What follows belongs to an exercise in optimizing a design on an open flow for small area, a short achievable clock period and few clock cycles per item; a production flow would make more cautious choices.
At most, simulation tests tie the RTL to the original design; equivalence was not proved.
Power figures rest on the tool's default switching activity, not on a simulated workload.

==> flow/design.v (excerpt) <==
module dequant_quant_top (
    input  logic        clk,
    input  logic        rst_n,
    input  logic        activate,
    input  logic [24:0] up_cfg,
    input  logic [24:0] down_cfg,
    input  logic        rcv_valid,
    input  logic [32:0] rcv_beat,
    output logic        rcv_ready,
    output logic        deq_valid,
    output logic [15:0] deq_data,
    input  logic        deq_ready,
    input  logic        q_valid,
    input  logic [15:0] q_data,
    output logic        q_ready,
    output logic        trm_valid,
    output logic [32:0] trm_beat,
    input  logic        trm_ready
);
    logic        run;
    logic [3:0]  up_bw;
    logic [3:0]  dn_bw;
    logic [4:0]  dn_lo;
    logic        qz_sat;
    logic        qz_zero;
    logic        ext_valid;
    logic [7:0]  ext_value;
    logic        ext_ready;
    logic [11:0] dq_half;
    logic [11:0] out_half;
    logic [7:0]  qz_value;
    dq_config cfg0 (
        .clk(clk), .rst_n(rst_n), .activate(activate),
        .up_cfg_in(up_cfg), .down_cfg_in(down_cfg),
        .up_bw(up_bw), .dn_bw(dn_bw), .dn_lo(dn_lo),
        .run(run)
    );
    bit_extractor ext0 (
        .clk(clk), .run(run), .activate(activate), .bw(up_bw), .num_in(up_cfg[15:0]),
        .in_valid(rcv_valid), .in_data(rcv_beat[32:1]), .in_ready(rcv_ready),
        .out_valid(ext_valid), .out_value(ext_value), .out_ready(ext_ready)
    );
    dequantizer deq0 (.scale(up_cfg[20:16]), .in_value(ext_value), .out_half(dq_half));
    stream_fifo #(.WIDTH(12)) up_out (
        .clk(clk), .run(run),
        .wr_valid(ext_valid), .wr_data(dq_half), .wr_ready(ext_ready),
        .rd_valid(deq_valid), .rd_data(out_half), .rd_ready(deq_ready)
    );
    assign deq_data = {1'b0, out_half, 3'b000};
    quantizer qnt0 (.lo(dn_lo), .bw(dn_bw), .in_half(q_data), .sat(qz_sat), .zero(qz_zero), .value(qz_value));
    bit_packer pack0 (
        .clk(clk), .run(run), .activate(activate), .bw(dn_bw), .num_in(down_cfg[15:0]),
        .in_valid(q_valid), .in_sat(qz_sat), .in_zero(qz_zero), .in_value(qz_value), .in_ready(q_ready),
        .out_valid(trm_valid), .out_beat(trm_beat), .out_ready(trm_ready)
    );
endmodule
==> flow/config.mk <==
export PLATFORM = sky130hd
export DESIGN_NAME = dequant_quant_top
export DESIGN_NICKNAME = dequant_quant_top
export VERILOG_FILES = /design/flow/design.v
export SDC_FILE = /design/flow/constraint.sdc
export NUM_CORES = 4
export LEC_CHECK = 0
export CAP_MARGIN = 20
export CORE_MARGIN = 2
export CORE_UTILIZATION = 60
export SLEW_MARGIN = 20
export TNS_END_PERCENT = 20
==> flow/constraint.sdc <==
create_clock -name core_clock -period 9.0 [get_ports {clk}]
set_input_delay 1.8000 -clock core_clock [delete_from_list [all_inputs] [get_ports {clk}]]
set_output_delay 1.8000 -clock core_clock [all_outputs]
set_load 0.01 [all_outputs]
standard.sh (not shown) runs the stock make flow with config.mk's settings and CLKGATE_MAP_FILE= SYNTH_SCRIPT=/design/flow/synth_recipe.tcl, a recipe that flattens the netlist after the stock synthesis.
==> flow/flow/run.sh <==
#!/bin/bash
# The standard layout, with buf_1 port buffers, a tighter repair target and
# a clock tree without dummy loads.
export BUFFER_PORTS_ARGS="-buffer_cell sky130_fd_sc_hd__buf_1"
export SETUP_SLACK_MARGIN=6.2
export CTS_ARGS="-sink_clustering_enable -repair_clock_nets -dont_use_dummy_load -buf_list {sky130_fd_sc_hd__clkbuf_4 sky130_fd_sc_hd__clkbuf_8} -sink_clustering_size 18 -sink_clustering_max_diameter 50"
export SKIP_GATE_CLONING=1
bash standard.sh > standard.log 2>&1
Testbench counts at the start, summed over its fixed seeds: cycles 67,917, items 74,830.
Rerun with:
==> flow/flow/run.sh (replaced) <==
#!/bin/bash
# The standard layout, with buf_1 port buffers, a tighter repair target and
# a clock tree without dummy loads.
export BUFFER_PORTS_ARGS="-buffer_cell sky130_fd_sc_hd__buf_1"
export SETUP_SLACK_MARGIN=6.3
export CTS_ARGS="-sink_clustering_enable -repair_clock_nets -dont_use_dummy_load -buf_list {sky130_fd_sc_hd__clkbuf_4 sky130_fd_sc_hd__clkbuf_8} -sink_clustering_size 20 -sink_clustering_max_diameter 60"
bash standard.sh > standard.log 2>&1
What happened: Design area hardly moves; cell count hardly moves; wire length is higher by 2.5%; sequential cell count is unchanged; setup slack got worse by 59 ps; utilization hardly moves.

* * *

## red
dequant_quant_top, a different RTL version from the one above (not shown whole).
Size: ~1000 cells after synthesis, ~160 I/O pins.
==> flow/config.mk <==
export PLATFORM = sky130hd
export DESIGN_NAME = dequant_quant_top
export DESIGN_NICKNAME = dequant_quant_top
export VERILOG_FILES = /design/flow/design.v
export SDC_FILE = /design/flow/constraint.sdc
export NUM_CORES = 4
export LEC_CHECK = 0
export CAP_MARGIN = 20
export CORE_MARGIN = 2
export CORE_UTILIZATION = 60
export SLEW_MARGIN = 20
==> flow/constraint.sdc <==
create_clock -name core_clock -period 9.0 [get_ports {clk}]
set_input_delay 1.8000 -clock core_clock [delete_from_list [all_inputs] [get_ports {clk}]]
set_output_delay 1.8000 -clock core_clock [all_outputs]
set_load 0.01 [all_outputs]
==> flow/flow/run.sh <==
#!/bin/bash
# The standard layout, with buf_1 port buffers, a tighter repair target and
# a clock tree without dummy loads.
export BUFFER_PORTS_ARGS="-buffer_cell sky130_fd_sc_hd__buf_1"
export SETUP_SLACK_MARGIN=6.2
export CTS_ARGS="-sink_clustering_enable -repair_clock_nets -dont_use_dummy_load -buf_list {sky130_fd_sc_hd__clkbuf_4} -sink_clustering_size 10 -sink_clustering_max_diameter 30"
bash standard.sh > standard.log 2>&1
Testbench counts of red, summed over its fixed seeds: cycles 67,917, items 74,830.
Changes in blue relative to red:
- swapping 60 for 75 in CORE_UTILIZATION
==> flow/flow/run.sh <==
#!/bin/bash
# The standard layout, with buf_1 port buffers, a tighter repair target and
# a clock tree without dummy loads.
export BUFFER_PORTS_ARGS="-buffer_cell sky130_fd_sc_hd__buf_1"
export SETUP_SLACK_MARGIN=6.2
export CTS_ARGS="-sink_clustering_enable -repair_clock_nets -dont_use_dummy_load -buf_list {sky130_fd_sc_hd__clkbuf_4 sky130_fd_sc_hd__clkbuf_8} -sink_clustering_size 16 -sink_clustering_max_diameter 45"
bash standard.sh > standard.log 2>&1
### Flow results
blue ends up with a chip width that is 10% lower than in red.
Per-cell routed wire length of blue exceeds that of red by more than 10%.
The design area of blue was superior to that of red.
blue against red: utilization rose 17 points, final cell count fell 68.
Setup changes, blue to green
- CORE_UTILIZATION changed from 75 to 60
==> flow/flow/run.sh <==
#!/bin/bash
# The standard layout, with buf_1 port buffers, a tighter repair target and
# a clock tree without dummy loads.
export BUFFER_PORTS_ARGS="-buffer_cell sky130_fd_sc_hd__buf_1"
export SETUP_SLACK_MARGIN=6.2
export CTS_ARGS="-sink_clustering_enable -repair_clock_nets -dont_use_dummy_load -buf_list {sky130_fd_sc_hd__clkbuf_4} -sink_clustering_size 12 -sink_clustering_max_diameter 40"
bash standard.sh > standard.log 2>&1
## What came out
- In green, the setup slack after placement came out 0.0055 ns above the value in blue.
- Going from blue to green, standard cell area after detailed placement grew slightly.
- In green, the number of gates given a new drive strength after cts came out 5 above the value in blue.
Setup changes, green to orange
- CORE_UTILIZATION now 75, was 60
==> flow/flow/run.sh <==
#!/bin/bash
# The standard layout, with buf_1 port buffers, a tighter repair target and
# a clock tree without dummy loads.
export BUFFER_PORTS_ARGS="-buffer_cell sky130_fd_sc_hd__buf_1"
export SETUP_SLACK_MARGIN=6.2
export CTS_ARGS="-sink_clustering_enable -repair_clock_nets -dont_use_dummy_load -buf_list {sky130_fd_sc_hd__clkbuf_4 sky130_fd_sc_hd__clkbuf_8} -sink_clustering_size 20 -sink_clustering_max_diameter 60"
bash standard.sh > standard.log 2>&1
Results
Between orange and green, the fraction of standard cell area that is sequential does not differ in any meaningful way.
Hold violation count in the final report of green is on par with orange.
orange vs. green: number of cells after detailed placement went down 47, initial standard-cell utilization of the core went up 15 points, internal power consumption went down about 1.2%, total power went down about 1.2%.
Power per cell area went down slightly going from green to orange.
orange leaves more setup margin than green.
Summary of orange over green: clock power moved down, period utilization went down by 0.83 points.
The die area number comes out higher for green vs orange.
### orange -> purple
- a change of CORE_UTILIZATION from 75 to 60
==> flow/flow/run.sh <==
#!/bin/bash
# The standard layout, with buf_1 port buffers, a tighter repair target and
# a clock tree without dummy loads.
export BUFFER_PORTS_ARGS="-buffer_cell sky130_fd_sc_hd__buf_1"
export SETUP_SLACK_MARGIN=6.2
export CTS_ARGS="-sink_clustering_enable -repair_clock_nets -dont_use_dummy_load -buf_list {sky130_fd_sc_hd__clkbuf_8} -sink_clustering_size 16 -sink_clustering_max_diameter 50"
bash standard.sh > standard.log 2>&1
==> run summary <==
Relative to orange, routed wire length decreased by 7.3% in purple.
purple vs. orange: violation count after the first detailed-route iteration went down by about 36%.
End point of the critical path = trm_beat[15]: purple; end point of the critical path = trm_beat[17]: orange
From orange to purple the numbers moved as follows: area growth from synthesis to layout grew by 1.9 points, clock power higher.
Run comparison: purple start point of the critical path pack0.out_beat[15]; orange start point of the critical path pack0.out_beat[17]
The first-pass GRT wire length reported for purple is smaller than that of orange by 460 um.
Going from orange to purple, non-clock buffer total of the final layout now larger; design area now larger; final cell count now larger.

* * *

the reference run:
Another version of the RTL of dequant_quant_top (not shown whole).
Size in the first run: ~1,000 cells after synthesis, roughly 160 I/O pins.
export LEC_CHECK = 0
export CAP_MARGIN = 20
export CORE_MARGIN = 2
export CORE_UTILIZATION = 60
export SLEW_MARGIN = 20
create_clock -name core_clock -period 9.0 [get_ports {clk}]
==> flow/flow/run.sh <==
#!/bin/bash
# The standard layout, with buf_1 port buffers, a tighter repair target and
# a clock tree without dummy loads.
export BUFFER_PORTS_ARGS="-buffer_cell sky130_fd_sc_hd__buf_1"
export SETUP_SLACK_MARGIN=6.2
export CTS_ARGS="-sink_clustering_enable -repair_clock_nets -dont_use_dummy_load -buf_list {sky130_fd_sc_hd__clkbuf_4 sky130_fd_sc_hd__clkbuf_8} -sink_clustering_size 20 -sink_clustering_max_diameter 60"
bash standard.sh > standard.log 2>&1
Setup changes, the reference run to the trial run
==> flow/flow/run.sh <==
#!/bin/bash
# The standard layout, with buf_1 port buffers, a tighter repair target and
# a clock tree without dummy loads.
export BUFFER_PORTS_ARGS="-buffer_cell sky130_fd_sc_hd__buf_1"
export SETUP_SLACK_MARGIN=6.2
export CTS_ARGS="-sink_clustering_enable -repair_clock_nets -dont_use_dummy_load -buf_list {sky130_fd_sc_hd__clkbuf_8} -sink_clustering_size 16 -sink_clustering_max_diameter 50"
bash standard.sh > standard.log 2>&1
==> run summary <==
Between the trial run and the reference run, the difference in fraction of cell area in non-clock buffers is negligible. Minimum clock period after layout down 0.0037 ns in the trial run wrt the reference run. The trial run vs. the reference run: sequential share of cell area has decreased, core utilization has increased, setup slack has increased, relative contribution of combinational cells to total power has decreased. Against the reference run, the final cell area of the trial run is higher. The post-route clock period utilization of the trial run and that of the reference run are within noise of each other. On CTS sink count, the trial run and the reference run are basically level.
No functional check of the RTL was part of any run of this note.

[afterwards: timing with drivers on the ports]
The results above use ideal ports. As a check the final layouts listed here were re-extracted and re-timed, cells and wires unchanged.
Step 1: set_driving_cell puts a clkbuf_16 on clk and a buf_2 on each other input, an assumption about the parent block.
Step 2 also shifts input and output timing later by t, the mid clock arrival at the registers, as if the neighbouring blocks saw the same clock.
Three values: ideal ports, drivers, drivers and shift; two values: the first two.
run | shift t [ns] | slack for setup (ns) | worst setup path after step 2 | slew at the worst register clock pin (ns) | worst data-port slew with drivers (ns)
the first run of note 1 | 0.567 | 6.116 / 6.075 / 5.632 | input to register | 0.10 / 0.10 | 0.04
the second run of note 1 | 0.549 | 6.057 / 6.018 / 5.580 | input to register | 0.12 / 0.12 | 0.04
red | 0.649 | 5.997 / 5.957 / 5.632 | input to register | 0.10 / 0.10 | 0.05
blue | 0.557 | 6.044 / 6.006 / 5.609 | input to register | 0.10 / 0.10 | 0.05
green | 0.641 | 6.022 / 5.982 / 5.664 | input to register | 0.11 / 0.11 | 0.05
orange | 0.526 | 6.096 / 6.058 / 5.674 | input to register | 0.11 / 0.11 | 0.05
purple | 0.577 | 6.114 / 6.070 / 5.596 | input to register | 0.10 / 0.10 | 0.05
the reference run | 0.540 | 5.214 / 5.221 / 4.681 | input to register | 0.12 / 0.12 | 0.06
the trial run | 0.551 | 5.218 / 5.224 / 4.673 | input to register | 0.10 / 0.10 | 0.07
After both steps setup and hold are still met in every run listed. The setup slack of the trial run, which loses most, moves by +0.006 ns with the drivers and by -0.545 ns with both steps.
